From an optimization exercise on the open Yosys and OpenROAD flow, aimed at small area; shortcuts taken in it are not production practice. Only simulation tests tie the RTL to the original design; equivalence was not proved.

Setup of exp/pepper:
==> flow/design.v <==
`timescale 1ns/100ps
module line_fetcher (
	input logic axi_clock,
	input logic global_reset,
	input logic zoom,	 
	input logic line_req,
	input logic [2:0] line_cnt,	 
	output logic ar_valid,
	output logic [28:0] ar_addr,	 
	input logic arready,
	input logic r_valid,
	input logic [8*32-1:0] r_data,
	output logic [1:0] wr_en,	 
	output logic [8*24-1:0] wr_data
);
	logic [1:0] burst;
	logic odd_beat;
	logic [11:0] src_row;
	logic [11:0] src_col;
	always_ff @(posedge axi_clock) begin
		if (global_reset) begin
			ar_valid <= 1'b0;
		end else if (line_req) begin
			ar_valid <= 1'b1;
		end else if (ar_valid && arready && (burst == (zoom ? 2'd1 : 2'd3))) begin
			ar_valid <= 1'b0;
		end
		if (line_req) begin
			burst <= 2'd0;
		end else if (ar_valid && arready) begin
			burst <= burst + 2'd1;
		end
		if (line_req) begin
			odd_beat <= 1'b0;
		end else if (r_valid) begin
			odd_beat <= ~odd_beat;
		end
	end
	always_comb begin
		if (zoom) begin
			src_row = {10'd0, line_cnt[1:0]} + 12'(8);
			src_col = {6'd0, burst[0], 5'd0} + 12'(16);
		end else begin
			src_row = {9'd0, line_cnt[1:0], 1'b0};
			src_col = {5'd0, burst, 5'd0};
		end
	end
	assign ar_addr = {3'b000, src_row, src_col, 2'b00};
	assign wr_en[0] = r_valid && (zoom || !odd_beat);
	assign wr_en[1] = r_valid && (zoom || odd_beat);
	function automatic logic [7:0] mean8(input logic [7:0] a, input logic [7:0] b);
		logic [8:0] c;
		logic [7:0] s;
		c[1] = a[0] & b[0];
		for (int i = 1; i < 8; i++) begin
			s[i] = a[i] ^ b[i] ^ c[i];
			c[i+1] = (a[i] & b[i]) | (c[i] & (a[i] ^ b[i]));
		end
		mean8 = {c[8], s[7:1]};
	endfunction
	genvar j;
	generate
		for (j = 0; j < 8; j++) begin : g_lane
			logic [23:0] a;
			logic [23:0] b;
			assign a = r_data[64*(j%4) + 8 +: 24];
			assign b = r_data[64*(j%4) + 40 +: 24];
			assign wr_data[24*j +: 24] = zoom ? r_data[32*j + 8 +: 24] :
				{mean8(a[23:16], b[23:16]), mean8(a[15:8], b[15:8]), mean8(a[7:0], b[7:0])};
		end
	endgenerate
endmodule
`timescale 1ns/100ps
module line_buffer (
	input logic axi_clock,
	input logic wr_bank,
	input logic [1:0] wr_en,	 
	input logic [8*24-1:0] wr_data,
	input logic rd_shift,	 
	input logic [2:0] rd_lane,
	output logic [23:0] rd_data
);
	localparam int DEPTH = 64 / 8;
	logic [15:0][23:0] head;	 
	genvar b, j;
	generate
		for (b = 0; b < 2; b++) begin : g_bank
			for (j = 0; j < 8; j++) begin : g_col
				logic en;
				logic [DEPTH*24-1:0] sr;
				assign en = (wr_bank == b) ? wr_en[j/4] : rd_shift;
				always_ff @(posedge axi_clock) begin
					if (en) sr <= {sr[(DEPTH-1)*24-1:0], wr_data[24*j +: 24]};
				end
				assign head[8*b+j] = sr[DEPTH*24-1 -: 24];
			end
		end
	endgenerate
	assign rd_data = head[{~wr_bank, rd_lane}];
endmodule
`timescale 1ns/100ps
module pixel_scanout (
	input logic axi_clock,
	input logic global_reset,
	input logic frame_start,
	input logic line_start,
	input logic pixel_den,
	output logic line_req,	 
	output logic [2:0] line_cnt,	 
	output logic rd_shift,	 
	output logic [2:0] rd_lane,
	output logic pixels_valid
);
	logic fs_q, ls_q, den_q;
	logic fs_qq, ls_qq, den_qq;
	logic [2:0] x;
	always_ff @(posedge axi_clock) begin
		fs_q <= frame_start;
		ls_q <= line_start;
		den_q <= pixel_den;
		if (global_reset) begin
			fs_qq <= 1'b0;
			ls_qq <= 1'b0;
			den_qq <= 1'b0;
		end else begin
			fs_qq <= fs_q;
			ls_qq <= ls_q;
			den_qq <= den_q;
		end
	end
	assign line_req = fs_qq || (ls_qq && (line_cnt < 3'd3));
	always_ff @(posedge axi_clock) begin
		if (fs_qq) begin
			line_cnt <= 3'd0;
		end else if (ls_qq) begin
			if (!line_cnt[2]) line_cnt <= line_cnt + 3'd1;
		end
		if (ls_qq) begin
			x <= 3'd0;
		end else if (den_qq) begin
			x <= x + 3'd1;
		end
	end
	assign rd_shift = den_qq && (x == 3'd7);
	assign rd_lane = x;
	assign pixels_valid = den_qq;
endmodule
`timescale 1ns/100ps
module fb_readout (
	input logic axi_clock,
	input logic global_reset,
	input logic frame_start,
	input logic line_start,
	input logic pixel_den,
	input logic arready,
	input logic zoom,	 
	output logic ar_valid,
	output logic [28:0] ar_addr,
	input logic r_valid,
	input logic r_last,
	input logic [255:0] r_data,
	output logic pixels_valid,
	output logic [23:0] pixels_rgb
);
	logic line_req;
	logic [2:0] line_cnt;
	logic [1:0] wr_en;
	logic [8*24-1:0] wr_data;
	logic rd_shift;
	logic [2:0] rd_lane;
	line_fetcher line_fetcher_inst (
		.axi_clock(axi_clock),
		.global_reset(global_reset),
		.zoom(zoom),
		.line_req(line_req),
		.line_cnt(line_cnt),
		.ar_valid(ar_valid),
		.ar_addr(ar_addr),
		.arready(arready),
		.r_valid(r_valid),
		.r_data(r_data),
		.wr_en(wr_en),
		.wr_data(wr_data)
	);
	line_buffer line_buffer_inst (
		.axi_clock(axi_clock),
		.wr_bank(line_cnt[0]),
		.wr_en(wr_en),
		.wr_data(wr_data),
		.rd_shift(rd_shift),
		.rd_lane(rd_lane),
		.rd_data(pixels_rgb)
	);
	pixel_scanout pixel_scanout_inst (
		.axi_clock(axi_clock),
		.global_reset(global_reset),
		.frame_start(frame_start),
		.line_start(line_start),
		.pixel_den(pixel_den),
		.line_req(line_req),
		.line_cnt(line_cnt),
		.rd_shift(rd_shift),
		.rd_lane(rd_lane),
		.pixels_valid(pixels_valid)
	);
endmodule
clock: 10.0 ns
lec_check: 0
cap_margin: 20
core_margin: 2
core_utilization: 60
slew_margin: 20
synth_memory_max_bits: 16384
standard.sh (not shown) runs the stock make flow with config.mk's settings and CLKGATE_MAP_FILE= SYNTH_SCRIPT=/design/flow/synth_recipe.tcl, a recipe that flattens the netlist after the stock synthesis.
==> flow/flow/run.sh <==
#!/bin/bash
# The standard layout with two changes: ports get the smallest buffer, and
# clock tree synthesis uses large sink clusters without dummy loads.
set -euo pipefail
cd "$(dirname "$0")/.."
export BUFFER_PORTS_ARGS="-buffer_cell sky130_fd_sc_hd__buf_1"
export CTS_ARGS="-sink_clustering_enable -repair_clock_nets -dont_use_dummy_load -sink_clustering_size 20 -sink_clustering_max_diameter 80 -buf_list sky130_fd_sc_hd__clkbuf_16 -sink_clustering_buffer sky130_fd_sc_hd__clkbuf_8"
bash standard.sh > flow_standard.log 2>&1
What exp/maple does differently from exp/pepper at the input level:
-- flow/design.v --
<<< exp/pepper, line 55
		for (int i = 1; i < 8; i++) begin
			s[i] = a[i] ^ b[i] ^ c[i];
			c[i+1] = (a[i] & b[i]) | (c[i] & (a[i] ^ b[i]));
		end
		mean8 = {c[8], s[7:1]};
>>> exp/maple, line 55
		for (int i = 1; i < 8; i++) begin
			s[i] = a[i] ^ b[i] ^ c[i];
			c[i+1] = (a[i] & b[i]) | (a[i] & c[i]) | (b[i] & c[i]);
		end
		mean8 = {c[8], s[7:1]};
Results
- Across exp/maple and exp/pepper, the outcome is the same: a clean finish for every run.
- exp/maple against exp/pepper: post-route worst hold slack went down, wire length of the first global-routing pass went down 6.3%, wire length now sits lower, minimum period implied by the final worst setup slack shows a reduction of 0.042 ns, worst setup slack +0.042 ns.
- Between exp/maple and exp/pepper, the core utilization does not differ in any meaningful way.

## separate check: timing with driven ports
How much do the figures lean on ideal ports? The routed layouts below were timed once more, with nothing changed but the port constraints.
Step 1 (the two cells are an assumption about what drives the block):
set clk [get_ports {axi_clock}]
set_driving_cell -lib_cell sky130_fd_sc_hd__clkbuf_16 $clk
set_driving_cell -lib_cell sky130_fd_sc_hd__buf_2 [delete_from_list [all_inputs] $clk]
Step 2 moves the port delays by t, midway between the first and last clock arrival at a register: inputs arrive t later, outputs are due t later. That takes back most of the time a late clock gives input paths.
Slacks: ideal ports / drivers / drivers and shift; pairs: ideal ports / drivers.
run	shift t [ns]	setup slack, ns	worst setup path at the end	latest minus earliest clock arrival (ns)	slew at the worst register clock pin (ns)
exp/pepper	0.835	4.129 / 4.047 / 3.975	input to register	0.054 / 0.054	0.12 / 0.12
exp/maple	0.843	4.171 / 4.089 / 3.836	input to register	0.057 / 0.057	0.12 / 0.12
After both steps every run listed still meets setup and hold. The setup slack of exp/maple, which loses most, moves by -0.082 ns with the drivers and by -0.335 ns with both steps.
